From an optimization exercise on the open Yosys and OpenROAD flow, aimed at small area and a short achievable clock period; shortcuts taken in it are not production practice. The RTL was checked by simulation tests, not by an equivalence proof against the original design. Power is estimated from default activity; no workload was simulated.

==> inputs of run a <==
Design double_ended_queue, start of the top module:
module double_ended_queue #(
  parameter int DEPTH      = dq_pkg::DEPTH_DEF,
  parameter int DATA_WIDTH = dq_pkg::DATA_WIDTH_DEF,
  parameter int CNT_W      = $clog2(DEPTH + 1)
) (
  input  logic                  clk,
  input  logic                  rst,
  input  logic                  req_valid,
  output logic                  req_ready,
  input  logic [1:0]            req_mode,
  input  logic [DATA_WIDTH-1:0] req_item_value,
  output logic                  rsp_valid,
  input  logic                  rsp_ready,
  output logic [DATA_WIDTH-1:0] rsp_popped_value,
  output logic [1:0]            rsp_status,
  output logic [CNT_W-1:0]      rsp_occupancy
);
  logic [DATA_WIDTH-1:0] mem [DEPTH];
  localparam int PTR_W = $clog2(DEPTH);
  logic [PTR_W-1:0]      head_ptr;  
  logic [PTR_W-1:0]      tail_ptr;  
  logic [DEPTH-1:0]      head;      
  logic [DEPTH-1:0]      tail;
  logic [DEPTH-1:0]      head_m1;   
  logic [DEPTH-1:0]      tail_m1;   
  logic [CNT_W-1:0]      count;
  logic                  empty;
  logic fire, full, push, pop, do_push, do_pop;
  logic [CNT_W-1:0]      count_inc, count_dec;
  logic                  at_one;
  logic [DEPTH-1:0]      rd_sel;
  logic [DATA_WIDTH-1:0] rd_word;
  assign req_ready     = !rsp_valid || rsp_ready;
  assign fire          = req_valid && req_ready;
  assign full          = count[CNT_W-1];
  ...
==> module double_ended_queue, before the edit <==
module double_ended_queue #(
  parameter int DEPTH      = dq_pkg::DEPTH_DEF,
  parameter int DATA_WIDTH = dq_pkg::DATA_WIDTH_DEF,
  parameter int CNT_W      = $clog2(DEPTH + 1)
) (
  input  logic                  clk,
  input  logic                  rst,
  input  logic                  req_valid,
  output logic                  req_ready,
  input  logic [1:0]            req_mode,
  input  logic [DATA_WIDTH-1:0] req_item_value,
  output logic                  rsp_valid,
  input  logic                  rsp_ready,
  output logic [DATA_WIDTH-1:0] rsp_popped_value,
  output logic [1:0]            rsp_status,
  output logic [CNT_W-1:0]      rsp_occupancy
);
  logic [DATA_WIDTH-1:0] mem [DEPTH];
  localparam int PTR_W = $clog2(DEPTH);
  logic [PTR_W-1:0]      head_ptr;  
  logic [PTR_W-1:0]      tail_ptr;  
  logic [DEPTH-1:0]      head;      
  logic [DEPTH-1:0]      tail;
  logic [DEPTH-1:0]      head_m1;   
  logic [DEPTH-1:0]      tail_m1;   
  logic [CNT_W-1:0]      count;
  logic                  empty;
  logic fire, full, push, pop, do_push, do_pop;
  logic [CNT_W-1:0]      count_inc, count_dec;
  logic                  at_one;
  logic [DEPTH-1:0]      rd_sel;
  logic [DATA_WIDTH-1:0] rd_word;
  assign req_ready     = !rsp_valid || rsp_ready;
  assign fire          = req_valid && req_ready;
  assign full          = count[CNT_W-1];
  assign push          = !req_mode[1];
  assign pop           = req_mode[1];
  assign do_push       = fire && push && !full;
  assign do_pop        = fire && pop && !empty;
  assign rsp_occupancy = count;
  assign count_inc = count + 1'b1;
  assign count_dec = count - 1'b1;
  assign at_one    = (count == CNT_W'(1));
  always_comb begin
    for (int i = 0; i < DEPTH; i++) begin
      head[i] = (head_ptr == PTR_W'(i));
      tail[i] = (tail_ptr == PTR_W'(i));
    end
  end
  assign head_m1 = {head[0], head[DEPTH-1:1]};
  assign tail_m1 = {tail[0], tail[DEPTH-1:1]};
  assign rd_sel = req_mode[0] ? tail_m1 : head;
  always_comb begin
    rd_word = '0;
    for (int i = 0; i < DEPTH; i++) begin
      rd_word = rd_word | ({DATA_WIDTH{rd_sel[i]}} & mem[i]);
    end
  end
  for (genvar i = 0; i < DEPTH; i++) begin : g_word
    logic we;
    assign we = do_push && (req_mode[0] ? tail[i] : head_m1[i]);
    always_ff @(posedge clk) begin
      if (we) mem[i] <= req_item_value;
    end
  end
  always_ff @(posedge clk) begin
    if (rst) begin
      head_ptr  <= '0;
      tail_ptr  <= '0;
      count     <= '0;
      empty     <= 1'b1;
      rsp_valid <= 1'b0;
    end else begin
      if (do_push) begin
        if (req_mode[0]) tail_ptr <= tail_ptr + 1'b1;
        else             head_ptr <= head_ptr - 1'b1;
        count <= count_inc;
        empty <= 1'b0;
      end
      if (do_pop) begin
        if (req_mode[0]) tail_ptr <= tail_ptr - 1'b1;
        else             head_ptr <= head_ptr + 1'b1;
        count <= count_dec;
        empty <= at_one;
      end
      if (fire)           rsp_valid <= 1'b1;
      else if (rsp_ready) rsp_valid <= 1'b0;
    end
  end
  always_ff @(posedge clk) begin
    if (fire) begin
      rsp_popped_value <= pop ? (empty ? '1 : rd_word) : '0;
      rsp_status       <= (push && full) ? 2'd2 : ((pop && empty) ? 2'd1 : 2'd0);
    end
  end
endmodule
export LEC_CHECK = 0
export CAP_MARGIN = 20
export CORE_MARGIN = 2
export CORE_UTILIZATION = 55
export PLACE_DENSITY = 0.65
export SETUP_SLACK_MARGIN = 1.85
export SLEW_MARGIN = 20
export TNS_END_PERCENT = 0
create_clock -name core_clock -period 3.5 [get_ports {clk}]
standard.sh (not shown) runs the stock make flow with config.mk's settings and CLKGATE_MAP_FILE= SYNTH_SCRIPT=/design/flow/synth_recipe.tcl, a recipe that flattens the netlist after the stock synthesis.
==> flow/flow/run.sh <==
#!/bin/bash
# the standard layout with three changes: sizing may swap a cell for one of
# another footprint (so slow port buffers can become fast ones), the clock
# tree clusters up to 24 flip-flops per leaf buffer, and it adds no dummy
# loads. every tool's output stays in the orfs/logs folder; make's own
# output goes to standard.log.
set -euo pipefail
CTS="-sink_clustering_enable -repair_clock_nets -buf_list sky130_fd_sc_hd__clkbuf_16"
CTS="$CTS -sink_clustering_size 24 -sink_clustering_max_diameter 80 -dont_use_dummy_load"
bash standard.sh MATCH_CELL_FOOTPRINT=0 "CTS_ARGS=$CTS" finish > standard.log 2>&1
==> run b: changes against run a <==
--- a/flow/design.v
+++ b/flow/design.v
@@ -24,9 +24,6 @@
 );
   logic [DATA_WIDTH-1:0] mem [DEPTH];
-  localparam int PTR_W = $clog2(DEPTH);
-  logic [PTR_W-1:0]      head_ptr;  
-  logic [PTR_W-1:0]      tail_ptr;  
   logic [DEPTH-1:0]      head;      
-  logic [DEPTH-1:0]      tail;
+  logic [DEPTH-1:0]      tail;      
   logic [DEPTH-1:0]      head_m1;   
   logic [DEPTH-1:0]      tail_m1;   
@@ -49,10 +46,4 @@
   assign count_dec = count - 1'b1;
   assign at_one    = (count == CNT_W'(1));
-  always_comb begin
-    for (int i = 0; i < DEPTH; i++) begin
-      head[i] = (head_ptr == PTR_W'(i));
-      tail[i] = (tail_ptr == PTR_W'(i));
-    end
-  end
   assign head_m1 = {head[0], head[DEPTH-1:1]};
   assign tail_m1 = {tail[0], tail[DEPTH-1:1]};
@@ -73,6 +64,6 @@
   always_ff @(posedge clk) begin
     if (rst) begin
-      head_ptr  <= '0;
-      tail_ptr  <= '0;
+      head      <= DEPTH'(1);
+      tail      <= DEPTH'(1);
       count     <= '0;
       empty     <= 1'b1;
@@ -80,12 +71,12 @@
     end else begin
       if (do_push) begin
-        if (req_mode[0]) tail_ptr <= tail_ptr + 1'b1;
-        else             head_ptr <= head_ptr - 1'b1;
+        if (req_mode[0]) tail <= {tail[DEPTH-2:0], tail[DEPTH-1]};
+        else             head <= head_m1;
         count <= count_inc;
         empty <= 1'b0;
       end
       if (do_pop) begin
-        if (req_mode[0]) tail_ptr <= tail_ptr - 1'b1;
-        else             head_ptr <= head_ptr + 1'b1;
+        if (req_mode[0]) tail <= tail_m1;
+        else             head <= {head[DEPTH-2:0], head[DEPTH-1]};
         count <= count_dec;
         empty <= at_one;
@@ -95,9 +86,11 @@
     end
   end
+  logic [DATA_WIDTH-1:0] popped_value_next;
+  logic [1:0]            status_next;
+  assign popped_value_next = pop ? (empty ? '1 : rd_word) : '0;
+  assign status_next       = (push && full) ? 2'd2 : ((pop && empty) ? 2'd1 : 2'd0);
   always_ff @(posedge clk) begin
-    if (fire) begin
-      rsp_popped_value <= pop ? (empty ? '1 : rd_word) : '0;
-      rsp_status       <= (push && full) ? 2'd2 : ((pop && empty) ? 2'd1 : 2'd0);
-    end
+    rsp_popped_value <= fire ? popped_value_next : (rsp_popped_value & {DATA_WIDTH{rsp_valid}});
+    rsp_status       <= fire ? status_next : (rsp_status & {2{rsp_valid}});
   end
 endmodule
==> flow/flow/run.sh (replaced) <==
#!/bin/bash
# the standard layout with four changes: the port buffers are plain buf_2
# cells (not delay cells), sizing may swap a cell for one of another
# footprint, the clock tree clusters up to 24 flip-flops per leaf buffer,
# and it adds no dummy loads. every tool's output stays in the orfs/logs
# folder; make's own output goes to standard.log.
set -euo pipefail
CTS="-sink_clustering_enable -repair_clock_nets -buf_list sky130_fd_sc_hd__clkbuf_16"
CTS="$CTS -sink_clustering_size 24 -sink_clustering_max_diameter 80 -dont_use_dummy_load"
bash standard.sh MATCH_CELL_FOOTPRINT=0 "CTS_ARGS=$CTS" \
  "BUFFER_PORTS_ARGS=-buffer_cell sky130_fd_sc_hd__buf_2" finish > standard.log 2>&1
CORE_UTILIZATION = 62   (was 55)
PLACE_DENSITY = 0.72   (was 0.65)
SETUP_SLACK_MARGIN = 1.75   (was 1.85)
==> run c: changes against run a <==
--- a/flow/design.v
+++ b/flow/design.v
@@ -24,9 +24,6 @@
 );
   logic [DATA_WIDTH-1:0] mem [DEPTH];
-  localparam int PTR_W = $clog2(DEPTH);
-  logic [PTR_W-1:0]      head_ptr;  
-  logic [PTR_W-1:0]      tail_ptr;  
   logic [DEPTH-1:0]      head;      
-  logic [DEPTH-1:0]      tail;
+  logic [DEPTH-1:0]      tail;      
   logic [DEPTH-1:0]      head_m1;   
   logic [DEPTH-1:0]      tail_m1;   
@@ -49,10 +46,4 @@
   assign count_dec = count - 1'b1;
   assign at_one    = (count == CNT_W'(1));
-  always_comb begin
-    for (int i = 0; i < DEPTH; i++) begin
-      head[i] = (head_ptr == PTR_W'(i));
-      tail[i] = (tail_ptr == PTR_W'(i));
-    end
-  end
   assign head_m1 = {head[0], head[DEPTH-1:1]};
   assign tail_m1 = {tail[0], tail[DEPTH-1:1]};
@@ -73,6 +64,6 @@
   always_ff @(posedge clk) begin
     if (rst) begin
-      head_ptr  <= '0;
-      tail_ptr  <= '0;
+      head      <= DEPTH'(1);
+      tail      <= DEPTH'(1);
       count     <= '0;
       empty     <= 1'b1;
@@ -80,12 +71,12 @@
     end else begin
       if (do_push) begin
-        if (req_mode[0]) tail_ptr <= tail_ptr + 1'b1;
-        else             head_ptr <= head_ptr - 1'b1;
+        if (req_mode[0]) tail <= {tail[DEPTH-2:0], tail[DEPTH-1]};
+        else             head <= head_m1;
         count <= count_inc;
         empty <= 1'b0;
       end
       if (do_pop) begin
-        if (req_mode[0]) tail_ptr <= tail_ptr - 1'b1;
-        else             head_ptr <= head_ptr + 1'b1;
+        if (req_mode[0]) tail <= tail_m1;
+        else             head <= {head[DEPTH-2:0], head[DEPTH-1]};
         count <= count_dec;
         empty <= at_one;
SETUP_SLACK_MARGIN = 1.7   (was 1.85)
==> notes.md <==
quantity                                                 run b       run c       run a
Result of the run                     timing/DRC/antenna clean  timing/DRC/antenna clean  timing/DRC/antenna clean
Met3 WL post-DR                                        7160 µm     5710 µm     4760 µm
Sum of routed wire length over all layers            59,800 µm   60,100 µm   57,200 µm
NetSw                                                  2.74 mW     2.54 mW     2.49 mW
Layout-stage area growth over the synthesis result       12.3%       15.1%       17.8%
Routed wire per std cell                               32.4 µm     32.8 µm     30.4 µm
Non-CTS buffers                                            147         150         199
Worst Hold Margin                                     0.458 ns    0.508 ns    0.505 ns
Non-clk invs                                                 7           4          10
Worst skew pair latency                                0.61 ns     0.59 ns     0.60 ns
Power per cell area                                 506 nW/µm²  481 nW/µm²  470 nW/µm²
Die outline width                                       191 µm      203 µm      200 µm
Sink count of the clock tree                               585         585         561

-- what the ideal ports hide --
Ports are ideal in the flow. The routed layouts listed here were re-timed in OpenROAD. Step 1: set_driving_cell puts a clkbuf_16 on clk and a buf_2 on each other input, an assumption about the parent block. Step 2 adds t to the input delays and takes it off the output delays; t is the mean of the earliest and latest rising clock arrival at the registers after step 1. Input paths then give back, and output paths get back, about the clock's delay inside the block. Three values: no drivers, after step 1, after step 2; two values: the first two.
run | t (ns) | setup slack, ns | worst setup path at the end | worst register clock-pin slew, ns
run a | 0.633 | 1.256 / 1.256 / 0.716 | input to register | 0.10 / 0.10
run b | 0.629 | 1.542 / 1.510 / 0.881 | input to register | 0.10 / 0.10
run c | 0.641 | 1.533 / 1.441 / 0.799 | input to register | 0.10 / 0.10
After both steps every run listed still meets setup and hold. The setup slack of run c, which loses most, moves by -0.092 ns with the drivers and by -0.734 ns with both steps.
